This design comes from an exercise in tuning for small area on the open sky130 flow, not from production work.
The RTL was checked by simulation tests, not by an equivalence proof against the original design.
No activity file was given, so power comes from the tool's default toggle rates.

==> design/flow/design.v <==
`timescale 1ns/1ps
package hash_pkg;
  localparam logic [1:0] OP_NOP    = 2'd0;
  localparam logic [1:0] OP_SEARCH = 2'd1;
  localparam logic [1:0] OP_INSERT = 2'd2;
  localparam logic [1:0] OP_DELETE = 2'd3;
  localparam logic [2:0] RES_MISS     = 3'd0;   
  localparam logic [2:0] RES_FOUND    = 3'd1;
  localparam logic [2:0] RES_INSERTED = 3'd2;   
  localparam logic [2:0] RES_UPDATED  = 3'd3;   
  localparam logic [2:0] RES_FULL     = 3'd4;
  localparam logic [2:0] RES_DELETED  = 3'd5;
  localparam int KEY_WIDTH       = 16;
  localparam int VAL_WIDTH       = 16;
  localparam int NUM_SLOTS       = 4;
  localparam int SLOT_WIDTH      = KEY_WIDTH + VAL_WIDTH;   
  localparam int LINE_WIDTH      = NUM_SLOTS * SLOT_WIDTH;   
  localparam int SLOT_SEL_WIDTH  = $clog2(NUM_SLOTS);
  localparam int MAX_INDEX_WIDTH = 8;
  localparam int CTX_INDEX_LSB = 0;
  localparam int CTX_DATA_LSB  = MAX_INDEX_WIDTH;
  localparam int CTX_KEY_LSB   = CTX_DATA_LSB + VAL_WIDTH;
  localparam int CTX_OP_LSB    = CTX_KEY_LSB + KEY_WIDTH;
  localparam int CTX_WIDTH     = CTX_OP_LSB + 2;
  localparam int RESULT_WIDTH = 3 + VAL_WIDTH;
endpackage
`timescale 1ns/1ps
module process_engine (
  input  logic        clock,
  input  logic        reset,
  input  logic        input_valid,
  input  logic [1:0]  opcode,
  input  logic [15:0] key,
  input  logic [15:0] wr_data,
  output logic        stall,
  output logic        output_valid,
  output logic [15:0] val_out,
  output logic [2:0]  rescode
);
  localparam int SW = 29;
  localparam int NS = 4;
  localparam int LW = NS * SW;
  localparam int NB = 16;
  logic [LW-1:0] ring [NB];
  logic [3:0]    phase;      
  logic          sweeping;   
  logic [3:0]    hash;
  logic          fire;
  logic          key_zero;
  logic [NS-1:0] valid, hit, free_oh, we;
  logic          any_hit, any_free;
  logic [2:0]    code;
  logic [LW-1:0] line_in;
  logic [NS-1:0] found_r;
  logic [15:0]   rd_val;
  assign hash     = key[3:0] ^ key[7:4] ^ key[11:8] ^ key[15:12];
  assign stall    = (hash != phase);
  assign fire     = input_valid && !stall && (opcode != 2'd0);
  assign key_zero = (key == 16'd0);
  always_comb begin
    for (int s = 0; s < NS; s++) begin
      valid[s] = ring[0][s*SW] && !sweeping;
      hit[s]   = valid[s] && (ring[0][s*SW+1 +: 12] == key[11:0]);
    end
    free_oh[0] = !valid[0];
    free_oh[1] = valid[0] && !valid[1];
    free_oh[2] = valid[0] && valid[1] && !valid[2];
    free_oh[3] = valid[0] && valid[1] && valid[2] && !valid[3];
    any_hit  = |hit;
    any_free = !(&valid);
    case (opcode)
      2'd1:    code = any_hit ? 3'd1 : 3'd0;
      2'd2:    code = any_hit ? 3'd3 : (any_free ? 3'd2 : 3'd4);
      2'd3:    code = any_hit ? 3'd5 : 3'd0;
      default: code = 3'd0;
    endcase
    case (opcode)
      2'd2:    we = fire ? (any_hit ? hit : (key_zero ? 4'b0 : free_oh)) : 4'b0;
      2'd3:    we = fire ? hit : 4'b0;
      default: we = 4'b0;
    endcase
    for (int s = 0; s < NS; s++) begin
      line_in[s*SW]          = we[s] ? (opcode != 2'd3) : valid[s];
      line_in[s*SW+1 +: 28]  = we[s] ? {wr_data, key[11:0]} : ring[0][s*SW+1 +: 28];
    end
  end
  always_ff @(posedge clock) begin
    for (int i = 0; i < NB - 1; i++) begin
      ring[i] <= ring[i+1];
    end
    ring[NB-1] <= line_in;
  end
  always_ff @(posedge clock) begin
    if (reset) begin
      phase        <= 4'd0;
      sweeping     <= 1'b1;
      output_valid <= 1'b0;
    end else begin
      phase        <= phase + 4'd1;
      if (&phase) sweeping <= 1'b0;
      output_valid <= fire;
    end
  end
  always_ff @(posedge clock) begin
    rescode <= code;
    found_r <= (opcode == 2'd1) ? hit : 4'b0;
  end
  always_comb begin
    rd_val = '0;
    for (int s = 0; s < NS; s++) begin
      rd_val = rd_val | (ring[NB-1][s*SW+13 +: 16] & {16{found_r[s]}});
    end
  end
  assign val_out = rd_val;
endmodule
==> design/flow/run.sh <==
#!/bin/bash
# synth_recipe.tcl (not shown) runs the flow's synth.tcl, then flattens the netlist and writes it again
# the make line also repeats each setting of config.mk as NAME=value (left out here)
make -C /OpenROAD-flow-scripts/flow DESIGN_CONFIG=/design/flow/config.mk WORK_HOME=/design/flow/orfs CLKGATE_MAP_FILE= SYNTH_SCRIPT=/design/flow/synth_recipe.tcl finish
==> design/flow/config.mk <==
export PLATFORM = sky130hd
export DESIGN_NAME = process_engine
export DESIGN_NICKNAME = process_engine
export VERILOG_FILES = /design/flow/design.v
export SDC_FILE = /design/flow/constraint.sdc
export NUM_CORES = 4
export LEC_CHECK = 0
export ABC_AREA = 1
export CAP_MARGIN = 20
export CORE_MARGIN = 2
export CORE_UTILIZATION = 60
export SLEW_MARGIN = 20
==> design/flow/constraint.sdc <==
create_clock -name core_clock -period 5.0 [get_ports {clock}]
set_input_delay 1.0000 -clock core_clock [delete_from_list [all_inputs] [get_ports {clock}]]
set_output_delay 1.0000 -clock core_clock [all_outputs]
set_load 0.01 [all_outputs]
==> notes.md <==
- Synth-to-Final Area Change: 16.73%
- Hold WC Path Type: flip-flop to flip-flop
- # IOs: 58
- Outcome: finished clean
- CTS max path bufs: 3
- Area of the core: 68590 sq um
- Ant. Diodes: 0
- Max-Cap Viols: 0
- Cts hold-fix bufs: 0
- Slew HR: 0.2843
- Global-route wire length before repair: 110200 um
- Flops & latches, synth: 1869
- GP Congestion: 0.8352
- Sequential-to-total area share from yosys stat: 0.9002
- # resized after CTS: 0
- Root Buffer: clkbuf_16
- Startpoint type of the worst setup path: primary input
- Worst Skew: 51.69 ps
- Post-CTS Setup Bufs: 0
- Starting Density: 0.6060
- Crit path required time: 4000 ps
- Reg2Reg Depth: 14
- Hold Vio Cnt, Final: 0
- Layout cells sized above 1: 0.1066
- Buffers on Ports: 57
- Crit Path Max Fanout: 9
- Worst-margin pin slew: 1072 ps
- Slew Limit Fails: 0
- FP Rows: 96
- Chip Height: 267.2 um
- Post-synth net total: 2822
- Fmax: 0.2333 GHz
- Clock Latency Late Sink: 740 ps
- Final setup violation count: 0
- CP endpoint kind: primary output
- Num CTS Buffers: 159
- Vias in the first global route: 19082
- Via count: 18123
- Drt wl/cell: 17.93 um
- Congestion Overflow GR: 0
- GR Util All Layers: 0.2090
- Minimum clock period: 4287 ps
- Post-Synthesis Cell Area: 41560 sq um
- Hold_ws: 290.9 ps
- RSZ-0062 raised after global routing: no
- Syn Area/Cell: 14.93 sq um
- Drt total wl: 72190 um
- Cell count after synthesis: 2784
- Synth Warn #: 2
- Clock Sink Count: 1869
- CTS tree: built
- Internal Power: 0.02201 W
- Sequential share of power: 0.547
- Cell Pwr Density: 563.6 nW/um^2
- Reg clk slew, reported paths: 60 ps
- Maximum vdd drop: 435.8 uV
- Die Wd: 267.2 um
- Sw power: 0.005333 W
- Leakage: 20.17 nW
- Clk pwr share: 0.446
- Data arrival, critical path: 3290 ps
- Detailed placement HPWL: 42150 um
- CP Class: primary input to primary output
- H-tree Lvls: 4
- Nets@finish: 3015
- Initial DRC Count: 937
- Comb pwr share: 0.007
- Switching fraction of total power: 0.1950
- Post-route ant nets: 0
- Largest net degree at the start of global routing: 30
- Final period utilization: 0.8574
- DRT Pass-1 Iters: 5
- Post-Route Setup TNS: 0 ps
- Hold depth: 0
- # DRC: 0
- Vias/cell: 4.500
- Netlist cell types: 32
- DIE AREA: 71390 sq um
- Antenna violations before repair: 0
kinds of logic after synthesis:
logic type / Yosys count / synth area share
simple gates: 735 / 0.07502
compound gates: 35 / 0.005509
flops: 1869 / 0.9002
xor+xnor: 13 / 0.002739
buf+inv: 131 / 0.01620
fa+ha+maj: 1 / 0.0003010
layout make-up:
type                            instances  area (sq um)
Clock buffer                          225          4651
Clock inverter                         55         721.9
Sequential cell                      1869         37420
Multi-Input combinational cell        784          3473
Tap cell                              931          1165
Timing Repair Buffer                   82         770.7
Fill cell                            4386         20070
Inverter                               81         319.1
cells in the mapped netlist:
master,number,area share
nand2_1,487,0.044
nand3_1,116,0.014
and3_1,1,0.00015
nor4_2,1,0.00030
a21oi_2,1,0.00021
inv_1,73,0.0066
and2_1,1,0.00015
inv_2,2,0.00018
clkbuf_1,14,0.0013
buf_2,7,0.00084
buf_6,13,0.0035
ha_1,1,0.00030
a21oi_1,8,0.00096
xor2_1,3,0.00063
nand2_4,3,0.00081
o21ai_1,1,0.00012
nand3b_1,4,0.00072
o211ai_1,2,0.00036
dfxtp_1,1869,0.90
nor2_2,1,0.00015
nor3_1,2,0.00024
buf_4,16,0.0029
nand4_1,20,0.0030
nor3_4,1,0.00039
o21ai_0,11,0.0013
nand2_2,21,0.0032
o21ai_2,12,0.0025
nand4_2,3,0.00090
nor2_8,1,0.00048
xnor2_1,10,0.0021
inv_4,6,0.00090
nor2_1,73,0.0066
final timing paths:
| kind | from | to | slack (ps) |
|---|---|---|---|
| setup / recovery | key[4] | stall | 710 |
| hold / removal | ring[10][64]$_DFF_P_ | ring[9][64]$_DFF_P_ | 290 |
| setup reg to reg | ring[0][35]$_DFF_P_ | ring[15][40]$_DFF_P_ | 2260 |
| hold reg to reg | ring[10][64]$_DFF_P_ | ring[9][64]$_DFF_P_ | 290 |
power by group through the flow:
| stage | logic (W) | registers (W) | clock network [W] |
|---|---|---|---|
| floorplan | 0.000103 | 0.0153 | 0 |
| global placement | 0.000190 | 0.0153 | 0 |
| detailed placement | 0.000190 | 0.0153 | 0 |
| CTS | 0.000191 | 0.0149 | 0.0125 |
| global route | 0.000206 | 0.0149 | 0.0131 |
| finish | 0.000189 | 0.0149 | 0.0122 |
sequential cells by signal (all words and copies together) (netlist names):
register / count
found_r: 4
output_valid: 1
phase: 4
rescode: 3
ring: 1856
sweeping: 1
routing by layer:
| layer | track usage | part of all wire | vias to the layer above |
|---|---|---|---|
| li1 | - | - | 8993 |
| met1 | 0.2712 | 0.46 | 8679 |
| met2 | 0.3456 | 0.48 | 336 |
| met3 | 0.04625 | 0.039 | 115 |
| met4 | 0.07653 | 0.024 | 0 |
| met5 | 0 | 0 | - |
layout by cell type, fill, tap and decap left out, types with 2 or more instances in the layout:
cell type	instances
clkinv_2	26
o211ai_1	2
nor3_1	2
o21ai_0	11
clkbuf_1	27
clkbuf_16	162
buf_4	24
nand3_1	116
a21oi_1	8
dfxtp_1	1869
clkbuf_8	36
bufinv_16	9
xnor2_1	10
clkinv_16	5
xor2_1	3
nand3b_1	4
nand4_2	3
nand2_2	21
inv_1	73
inv_2	2
clkinvlp_4	6
clkinv_8	3
nand2_1	487
o21ai_2	12
inv_16	2
nor2_1	73
nand4_1	20
inv_4	6
clkdlybuf4s50_1	57
nand2_4	3
inv_6	2
critical path, stage by stage:
cell	delay [ps]
clkdlybuf4s50_1	830
inv_4	90
nand2_2	110
nand2_1	60
nand2_1	80
nand3_1	80
nand2_1	90
nand2_2	90
nor3_4	300
inv_1	80
clkdlybuf4s50_1	480
metrics by stage:
step	util	cells	worst slack, ps	cell area, sq um	total power, W
2_1_floorplan	-	2784	2060	41560	0.01538
3_3_place_gp	0.6291	3747	727.6	43140	0.01547
3_5_place_dp	0.6291	3747	702.0	43140	0.01547
4_1_cts	0.7074	4027	707.9	48520	0.02762
5_1_grt	0.7074	4027	549.7	48520	0.02822
6_report	0.7074	4027	713.0	48520	0.02734

-- static timing again, ports no longer ideal --
In the flow no input, the clock included, has a driving cell. The finished layout below was timed again as built, in two steps.
Step 1: set_driving_cell puts a clkbuf_16 on clock and a buf_2 on each other input, an assumption about the parent block.
Step 2 also shifts input and output timing later by t, the mid clock arrival at the registers, as if the neighbouring blocks saw the same clock.
Three values: ideal, step 1, step 2; two values: the first two.
shift t [ns]: 0.778
slack for setup (ns): 0.713 / 0.662 / 0.662
worst setup path at the end: input to output
latest minus earliest clock arrival (ns): 0.057 / 0.056
pins driven straight from the clock port: 1
After both steps this run still meets setup and hold. The setup slack of this run moves by -0.051 ns with the drivers and by -0.051 ns with both steps.
